Background: an optimization exercise with open tools, aiming at small area, a short achievable clock period and few clock cycles per item. Do not read the settings as production practice.
At most, simulation tests tie the RTL to the original design; equivalence was not proved.
Power is estimated from default activity; no workload was simulated.

==> flow/design.v <==
package bcls_pkg;
   localparam int MAX_LANES      = 16;
   localparam int MAX_CHUNK_BITS = 32;
   localparam int CSR_IDX_W      = 2;
   localparam int CSR_DATA_W     = 16;
   localparam int BUF_W          = MAX_CHUNK_BITS + 7;    
   localparam int ACC_W          = MAX_CHUNK_BITS + 7;    
   localparam logic [CSR_IDX_W-1:0] REG_CHUNK_WIDTH = 2'd0;
   localparam logic [CSR_IDX_W-1:0] REG_LANE_COUNT  = 2'd1;
   localparam logic [CSR_IDX_W-1:0] REG_LANE_ENABLE = 2'd2;
endpackage
import bcls_pkg::*;
module bit_chunk_lane_splitter_unit
(
   input  logic                  clock,
   input  logic                  reset,
   input  logic                  req_valid,
   output logic                  req_ready,
   input  logic                  req_action,
   input  logic [7:0]            req_data_byte,
   output logic                  rsp_valid,
   input  logic                  rsp_ready,
   output logic [3:0]            rsp_lane,
   output logic [7:0]            rsp_out_byte,
   output logic                  rsp_last,
   input  logic                  csr_we,
   input  logic [CSR_IDX_W-1:0]  csr_index,
   input  logic [CSR_DATA_W-1:0] csr_data
);
   logic [5:0]  cw_q;                  
   logic [4:0]  lc_q;                  
   logic [15:0] en_q;
   logic [BUF_W-1:0] buf_q;
   logic [5:0]       pl_q;
   logic [3:0]       idx_q;
   logic [5:0]       sk_q;              
   logic             fol_q;             
   logic             fsh_q;             
   logic [15:0][7:0] pm_q;
   logic [31:0] e_data_q;
   logic [2:0]  e_n_q;                 
   logic [3:0]  e_lane_q;
   logic        e_last_q;              
   logic        e_pend_q;              
   logic [6:0]  cur_pd_q;
   logic [2:0]  cur_pc_q;
   logic [15:0] nz, idx_oh, fcand;
   logic [3:0]  fnext, ra;
   logic [7:0]  rd_m;
   logic [2:0]  rd_pc;
   logic [6:0]  rd_pd;
   for (genvar i = 0; i < 16; i++) begin : g_nz
      assign nz[i] = pm_q[i][7:1] != 7'd0;
   end
   always_comb begin
      for (int i = 0; i < 16; i++) idx_oh[i] = idx_q == 4'(i);
      fcand = fsh_q ? (nz & ~idx_oh) : (nz & en_q);
      fnext = '0;
      for (int i = 15; i >= 0; i--) if (fcand[i]) fnext = 4'(i);
   end
   assign rd_m = pm_q[ra];
   always_comb begin
      rd_pc = '0;
      for (int k = 1; k < 8; k++) begin
         if (rd_m[k]) rd_pc = 3'(k);
      end
      for (int k = 0; k < 7; k++) begin
         rd_pd[k] = rd_m[k] && ((rd_m >> (k + 1)) != 8'd0);
      end
   end
   logic             idx_lt_l, idx_end, few;
   logic [7:0]       in_byte;
   logic [BUF_W-1:0] full;
   logic [31:0]      chunk;
   logic [ACC_W-1:0] acc;
   logic [5:0]       tgt;
   logic [2:0]       nres;
   logic [6:0]       leftover;
   logic             lane_on, yields;
   logic [3:0]       rem_sh;
   logic [7:0]       rem;
   logic [5:0]       remn;
   logic             sw, rem_ge;
   assign idx_lt_l = {1'b0, idx_q} < lc_q;
   assign idx_end  = ({1'b0, idx_q} + 5'd1) >= lc_q;
   assign few    = fol_q && (pl_q <= 6'd8);
   assign in_byte = (fol_q || fsh_q) ? 8'd0 : req_data_byte;
   assign full    = buf_q | (BUF_W'(in_byte) << pl_q);
   always_comb begin
      for (int k = 0; k < 32; k++) chunk[k] = full[k] & (6'(k) < cw_q);
   end
   assign acc     = ACC_W'(cur_pd_q) | (ACC_W'(chunk) << cur_pc_q);
   assign tgt     = 6'(cur_pc_q) + cw_q;
   assign nres    = tgt[5:3];
   always_comb begin
      case (nres)
         3'd0:    leftover = acc[6:0];
         3'd1:    leftover = acc[14:8];
         3'd2:    leftover = acc[22:16];
         3'd3:    leftover = acc[30:24];
         default: leftover = acc[38:32];
      endcase
   end
   assign lane_on = en_q[idx_q];
   assign yields  = lane_on && (nres != 3'd0);
   assign rem_sh  = fol_q ? cw_q[3:0] : 4'(cw_q - pl_q);
   assign rem     = (fol_q ? buf_q[7:0] : req_data_byte) >> rem_sh;
   assign remn    = {3'd0, pl_q[2:0] - cw_q[2:0]};
   assign sw      = cw_q[5:3] == 3'd0;
   assign rem_ge  = sw && (remn[2:0] >= cw_q[2:0]);
   logic acc_chunk, acc_corner;
   logic fol_chunk, fol_skip, fol_exit;
   logic take, e_free, yield_next;
   logic do_acc, do_data, do_flush, chunk_step, chunk_final;
   logic res_nonlast, resolve_last;
   logic load_chunk, load_flush;
   assign acc_chunk  = idx_lt_l && (pl_q < cw_q) && ((pl_q + 6'd8) >= cw_q);
   assign acc_corner = idx_lt_l && (pl_q >= cw_q);
   assign fol_chunk  = fol_q && (sk_q == 6'd0) && idx_lt_l && (pl_q >= cw_q);
   assign fol_skip   = fol_q && (sk_q != 6'd0);
   assign fol_exit   = fol_q && (sk_q == 6'd0) && !(idx_lt_l && (pl_q >= cw_q));
   assign take       = rsp_valid && rsp_ready;
   assign e_free     = (e_n_q == 3'd0) || ((e_n_q == 3'd1) && take);
   assign yield_next = acc_chunk && yields;
   assign req_ready  = fol_q ? 1'b0 : (fsh_q ? !req_valid : !(yield_next && !e_free));
   assign do_acc     = req_valid && req_ready && !fol_q && !fsh_q;
   assign do_data    = do_acc && !req_action;
   assign do_flush   = do_acc && req_action;
   assign chunk_step = !reset && ((do_data && acc_chunk) || (fol_chunk && (!yields || e_free)));
   assign chunk_final = idx_end || (!(fol_q && !few) && !rem_ge);
   logic more1, more2, next_yields, few_path;
   assign few_path    = !(fol_q && !few);
   assign more1       = !idx_end && rem_ge;
   assign more2       = more1 && ({1'b0, remn[2:0]} >= {cw_q[2:0], 1'b0}) && (({1'b0, idx_q} + 5'd2) < lc_q);
   assign next_yields = en_q[idx_q + 4'd1] && ((6'(rd_pc) + cw_q) >= 6'd8);
   assign res_nonlast  = e_pend_q && fol_chunk && yields;
   assign resolve_last = e_pend_q && (fol_exit || (fol_chunk && !yields && chunk_final));
   assign load_chunk = chunk_step && yields;
   assign load_flush = fsh_q && e_free;
   assign ra         = (fsh_q || do_flush) ? fnext : ((idx_end || !idx_lt_l) ? 4'd0 : idx_q + 4'd1);
   always_ff @(posedge clock) begin
      if (reset) begin
         cur_pd_q <= '0;
         cur_pc_q <= '0;
      end else if (do_flush || load_flush) begin
         cur_pd_q <= (fcand != 16'd0) ? rd_pd : 7'd0;
         cur_pc_q <= (fcand != 16'd0) ? rd_pc : 3'd0;
      end else if (chunk_step && idx_end && (idx_q == 4'd0) && lane_on) begin
         cur_pd_q <= leftover;
         cur_pc_q <= tgt[2:0];
      end else if (chunk_step || ((do_data || fol_exit) && !idx_lt_l)) begin
         cur_pd_q <= rd_pd;
         cur_pc_q <= rd_pc;
      end
   end
   assign rsp_valid    = (e_n_q > 3'd1) || ((e_n_q == 3'd1) && !e_pend_q);
   assign rsp_last     = (e_n_q == 3'd1) && e_last_q;
   assign rsp_lane     = e_lane_q;
   assign rsp_out_byte = e_data_q[7:0];
   logic [5:0] wr_w;
   logic [4:0] wr_l;
   always_comb begin
      if (csr_data[5:0] == 6'd0)     wr_w = 6'd1;
      else if (csr_data[5:0] > 6'd32) wr_w = 6'd32;
      else                            wr_w = csr_data[5:0];
      if (csr_data[4:0] == 5'd0)     wr_l = 5'd1;
      else if (csr_data[4:0] > 5'd16) wr_l = 5'd16;
      else                            wr_l = csr_data[4:0];
   end
   always_ff @(posedge clock) begin
      if (reset) begin
         cw_q <= 6'd8;
         lc_q <= 5'd1;
         en_q <= 16'd1;
      end else if (csr_we) begin
         case (csr_index)
            REG_CHUNK_WIDTH: cw_q <= wr_w;
            REG_LANE_COUNT:  lc_q <= wr_l;
            REG_LANE_ENABLE: en_q <= csr_data;
            default: ;
         endcase
      end
   end
   always_ff @(posedge clock) begin
      if (reset) begin
         buf_q <= '0;
         pl_q  <= '0;
         idx_q <= '0;
         sk_q  <= '0;
         fol_q <= 1'b0;
         fsh_q <= 1'b0;
      end else begin
         if (do_flush) begin
            buf_q <= '0;
            pl_q  <= '0;
            idx_q <= fnext;
            fsh_q <= fcand != 16'd0;
         end else if (load_flush) begin
            idx_q <= fnext;
            fsh_q <= fcand != 16'd0;
         end else if (do_data && !idx_lt_l) begin
            buf_q <= '0;
            pl_q  <= '0;
            idx_q <= '0;
         end else if (do_data && !acc_chunk) begin
            buf_q <= full;
            pl_q  <= pl_q + 6'd8;
            fol_q <= acc_corner;
         end else if (fol_skip) begin
            buf_q <= buf_q >> 1;
            pl_q  <= pl_q - 6'd1;
            sk_q  <= sk_q - 6'd1;
         end else if (fol_exit) begin
            fol_q <= 1'b0;
            if (!idx_lt_l) begin
               buf_q <= '0;
               pl_q  <= '0;
               idx_q <= '0;
            end
         end else if (chunk_step) begin
            if (idx_end) begin
               buf_q <= '0;
               pl_q  <= '0;
               idx_q <= '0;
               fol_q <= 1'b0;
            end else begin
               idx_q <= idx_q + 4'd1;
               if (fol_q && !few) begin
                  sk_q <= cw_q;
               end else begin
                  buf_q <= BUF_W'(rem);
                  pl_q  <= remn;
                  fol_q <= rem_ge;
               end
            end
         end
      end
   end
   logic [7:0]  pm_wd;
   logic [15:0] pm_we;
   assign pm_wd = chunk_step ? ({1'b0, leftover} | (8'd1 << tgt[2:0])) : 8'd1;
   always_comb begin
      for (int i = 0; i < 16; i++) begin
         pm_we[i] = reset || (do_flush && !en_q[i]) || (load_flush && idx_oh[i])
                    || (chunk_step && lane_on && idx_oh[i]);
      end
   end
   always_ff @(posedge clock) begin
      for (int i = 0; i < 16; i++) begin
         if (pm_we[i]) pm_q[i] <= pm_wd;
      end
   end
   always_ff @(posedge clock) begin
      if (reset) begin
         e_n_q    <= 3'd0;
         e_pend_q <= 1'b0;
      end else if (load_chunk) begin
         e_n_q    <= nres;
         e_pend_q <= few_path ? more2 : !idx_end;
      end else if (load_flush) begin
         e_n_q    <= 3'd1;
         e_pend_q <= 1'b0;
      end else begin
         if (take) e_n_q <= e_n_q - 3'd1;
         if (res_nonlast || resolve_last) e_pend_q <= 1'b0;
      end
   end
   always_ff @(posedge clock) begin
      if (load_chunk) begin
         e_data_q <= acc[31:0];
         e_lane_q <= idx_q;
         e_last_q <= !(few_path && more1 && !more2 && next_yields);
      end else if (load_flush) begin
         e_data_q <= acc[31:0];
         e_lane_q <= idx_q;
         e_last_q <= fcand == 16'd0;
      end else begin
         if (take) e_data_q[23:0] <= e_data_q[31:8];
         if (res_nonlast) e_last_q <= 1'b0;
      end
   end
endmodule
export LEC_CHECK = 0
export CAP_MARGIN = 20
export CORE_MARGIN = 2
export CORE_UTILIZATION = 40
export SETUP_SLACK_MARGIN = 1.8
export SLEW_MARGIN = 20
create_clock -name core_clock -period 6.5 [get_ports {clock}]
run.sh (not shown) runs the stock make flow with config.mk's settings and CLKGATE_MAP_FILE= SYNTH_SCRIPT=/design/flow/synth_recipe.tcl, a recipe that flattens the netlist after the stock synthesis.
==> next run, changes <==
--- a/flow/design.v
+++ b/flow/design.v
@@ -34,12 +34,14 @@
    logic [5:0]       pl_q;
    logic [3:0]       idx_q;
    logic [5:0]       sk_q;              
    logic             fol_q;             
    logic             fsh_q;             
    logic [15:0][7:0] pm_q;
+   logic        in_v_q, in_act_q;
+   logic [7:0]  in_byte_q;
    logic [31:0] e_data_q;
    logic [2:0]  e_n_q;                 
    logic [3:0]  e_lane_q;
    logic        e_last_q;              
    logic        e_pend_q;              
    logic [6:0]  cur_pd_q;
@@ -81,13 +83,13 @@
    logic [7:0]       rem;
    logic [5:0]       remn;
    logic             sw, rem_ge;
    assign idx_lt_l = {1'b0, idx_q} < lc_q;
    assign idx_end  = ({1'b0, idx_q} + 5'd1) >= lc_q;
    assign few    = fol_q && (pl_q <= 6'd8);
-   assign in_byte = (fol_q || fsh_q) ? 8'd0 : req_data_byte;
+   assign in_byte = fol_q ? 8'd0 : in_byte_q;
    assign full    = buf_q | (BUF_W'(in_byte) << pl_q);
    always_comb begin
       for (int k = 0; k < 32; k++) chunk[k] = full[k] & (6'(k) < cw_q);
    end
    assign acc     = ACC_W'(cur_pd_q) | (ACC_W'(chunk) << cur_pc_q);
    assign tgt     = 6'(cur_pc_q) + cw_q;
@@ -101,13 +103,13 @@
          default: leftover = acc[38:32];
       endcase
    end
    assign lane_on = en_q[idx_q];
    assign yields  = lane_on && (nres != 3'd0);
    assign rem_sh  = fol_q ? cw_q[3:0] : 4'(cw_q - pl_q);
-   assign rem     = (fol_q ? buf_q[7:0] : req_data_byte) >> rem_sh;
+   assign rem     = (fol_q ? buf_q[7:0] : in_byte_q) >> rem_sh;
    assign remn    = {3'd0, pl_q[2:0] - cw_q[2:0]};
    assign sw      = cw_q[5:3] == 3'd0;
    assign rem_ge  = sw && (remn[2:0] >= cw_q[2:0]);
    logic acc_chunk, acc_corner;
    logic fol_chunk, fol_skip, fol_exit;
    logic take, e_free, yield_next;
@@ -119,35 +121,51 @@
    assign fol_chunk  = fol_q && (sk_q == 6'd0) && idx_lt_l && (pl_q >= cw_q);
    assign fol_skip   = fol_q && (sk_q != 6'd0);
    assign fol_exit   = fol_q && (sk_q == 6'd0) && !(idx_lt_l && (pl_q >= cw_q));
    assign take       = rsp_valid && rsp_ready;
    assign e_free     = (e_n_q == 3'd0) || ((e_n_q == 3'd1) && take);
    assign yield_next = acc_chunk && yields;
-   assign req_ready  = fol_q ? 1'b0 : (fsh_q ? !req_valid : !(yield_next && !e_free));
-   assign do_acc     = req_valid && req_ready && !fol_q && !fsh_q;
-   assign do_data    = do_acc && !req_action;
-   assign do_flush   = do_acc && req_action;
+   assign do_acc     = in_v_q && !fol_q && !fsh_q && (in_act_q || !(yield_next && !e_free));
+   assign do_data    = do_acc && !in_act_q;
+   assign do_flush   = do_acc && in_act_q;
+   assign req_ready  = fol_q ? (fol_exit || (chunk_step && chunk_final))
+                             : (!in_v_q || (do_acc && !(do_data && (acc_corner || (acc_chunk && more1)))));
+   always_ff @(posedge clock) begin
+      if (reset) begin
+         in_v_q <= 1'b0;
+      end else if (req_valid && req_ready) begin
+         in_v_q <= 1'b1;
+      end else if (do_acc) begin
+         in_v_q <= 1'b0;
+      end
+   end
+   always_ff @(posedge clock) begin
+      if (req_valid && req_ready) begin
+         in_act_q  <= req_action;
+         in_byte_q <= req_data_byte;
+      end
+   end
    assign chunk_step = !reset && ((do_data && acc_chunk) || (fol_chunk && (!yields || e_free)));
    assign chunk_final = idx_end || (!(fol_q && !few) && !rem_ge);
    logic more1, more2, next_yields, few_path;
    assign few_path    = !(fol_q && !few);
    assign more1       = !idx_end && rem_ge;
    assign more2       = more1 && ({1'b0, remn[2:0]} >= {cw_q[2:0], 1'b0}) && (({1'b0, idx_q} + 5'd2) < lc_q);
    assign next_yields = en_q[idx_q + 4'd1] && ((6'(rd_pc) + cw_q) >= 6'd8);
    assign res_nonlast  = e_pend_q && fol_chunk && yields;
    assign resolve_last = e_pend_q && (fol_exit || (fol_chunk && !yields && chunk_final));
    assign load_chunk = chunk_step && yields;
    assign load_flush = fsh_q && e_free;
-   assign ra         = (fsh_q || do_flush) ? fnext : ((idx_end || !idx_lt_l) ? 4'd0 : idx_q + 4'd1);
+   assign ra         = fsh_q ? idx_q : (idx_end ? 4'd0 : idx_q + 4'd1);
    always_ff @(posedge clock) begin
       if (reset) begin
          cur_pd_q <= '0;
          cur_pc_q <= '0;
-      end else if (do_flush || load_flush) begin
-         cur_pd_q <= (fcand != 16'd0) ? rd_pd : 7'd0;
-         cur_pc_q <= (fcand != 16'd0) ? rd_pc : 3'd0;
+      end else if (do_flush) begin
+         cur_pd_q <= '0;
+         cur_pc_q <= '0;
       end else if (chunk_step && idx_end && (idx_q == 4'd0) && lane_on) begin
          cur_pd_q <= leftover;
          cur_pc_q <= tgt[2:0];
       end else if (chunk_step || ((do_data || fol_exit) && !idx_lt_l)) begin
          cur_pd_q <= rd_pd;
          cur_pc_q <= rd_pc;
@@ -268,13 +286,13 @@
    always_ff @(posedge clock) begin
       if (load_chunk) begin
          e_data_q <= acc[31:0];
          e_lane_q <= idx_q;
          e_last_q <= !(few_path && more1 && !more2 && next_yields);
       end else if (load_flush) begin
-         e_data_q <= acc[31:0];
+         e_data_q[7:0] <= {1'b0, rd_pd};
          e_lane_q <= idx_q;
          e_last_q <= fcand == 16'd0;
       end else begin
          if (take) e_data_q[23:0] <= e_data_q[31:8];
          if (res_nonlast) e_last_q <= 1'b0;
       end
Result:
- The new run ran to the end with no violations
- clock-buffer cell count goes up by 4
- total power falls by 24%
- first-iteration DRC count goes up by 25%
- routed wire length grows by 9.4%
- setup slack gains 0.35 ns
- design area rose by 4.8%
Testbench counts after the change, summed over its fixed seeds: cycles 5,766, items 4,211.
No functional check of the RTL was part of the first run of this note.

separate check: timing with driven ports:
How much do the figures lean on ideal ports? The routed layouts below were timed once more, with nothing changed but the port constraints.
Step 1: set_driving_cell puts a clkbuf_16 on clock and a buf_2 on each other input, an assumption about the parent block.
Step 2 moves the port delays by t, midway between the first and last clock arrival at a register: inputs arrive t later, outputs are due t later. That takes back most of the time a late clock gives input paths.
a / b / c = ideal / step 1 / step 2; a / b = the first two.
run	shift t [ns]	setup WS [ns]	hold WS [ns]
the first run	0.660	1.509 / 1.509 / 1.078	0.486 / 0.486 / 0.486
the second run	0.623	1.863 / 1.838 / 1.848	0.464 / 0.464 / 0.464
After both steps every run listed still meets setup and hold. The setup slack of the first run, which loses most, moves by 0.000 ns with the drivers and by -0.431 ns with both steps.
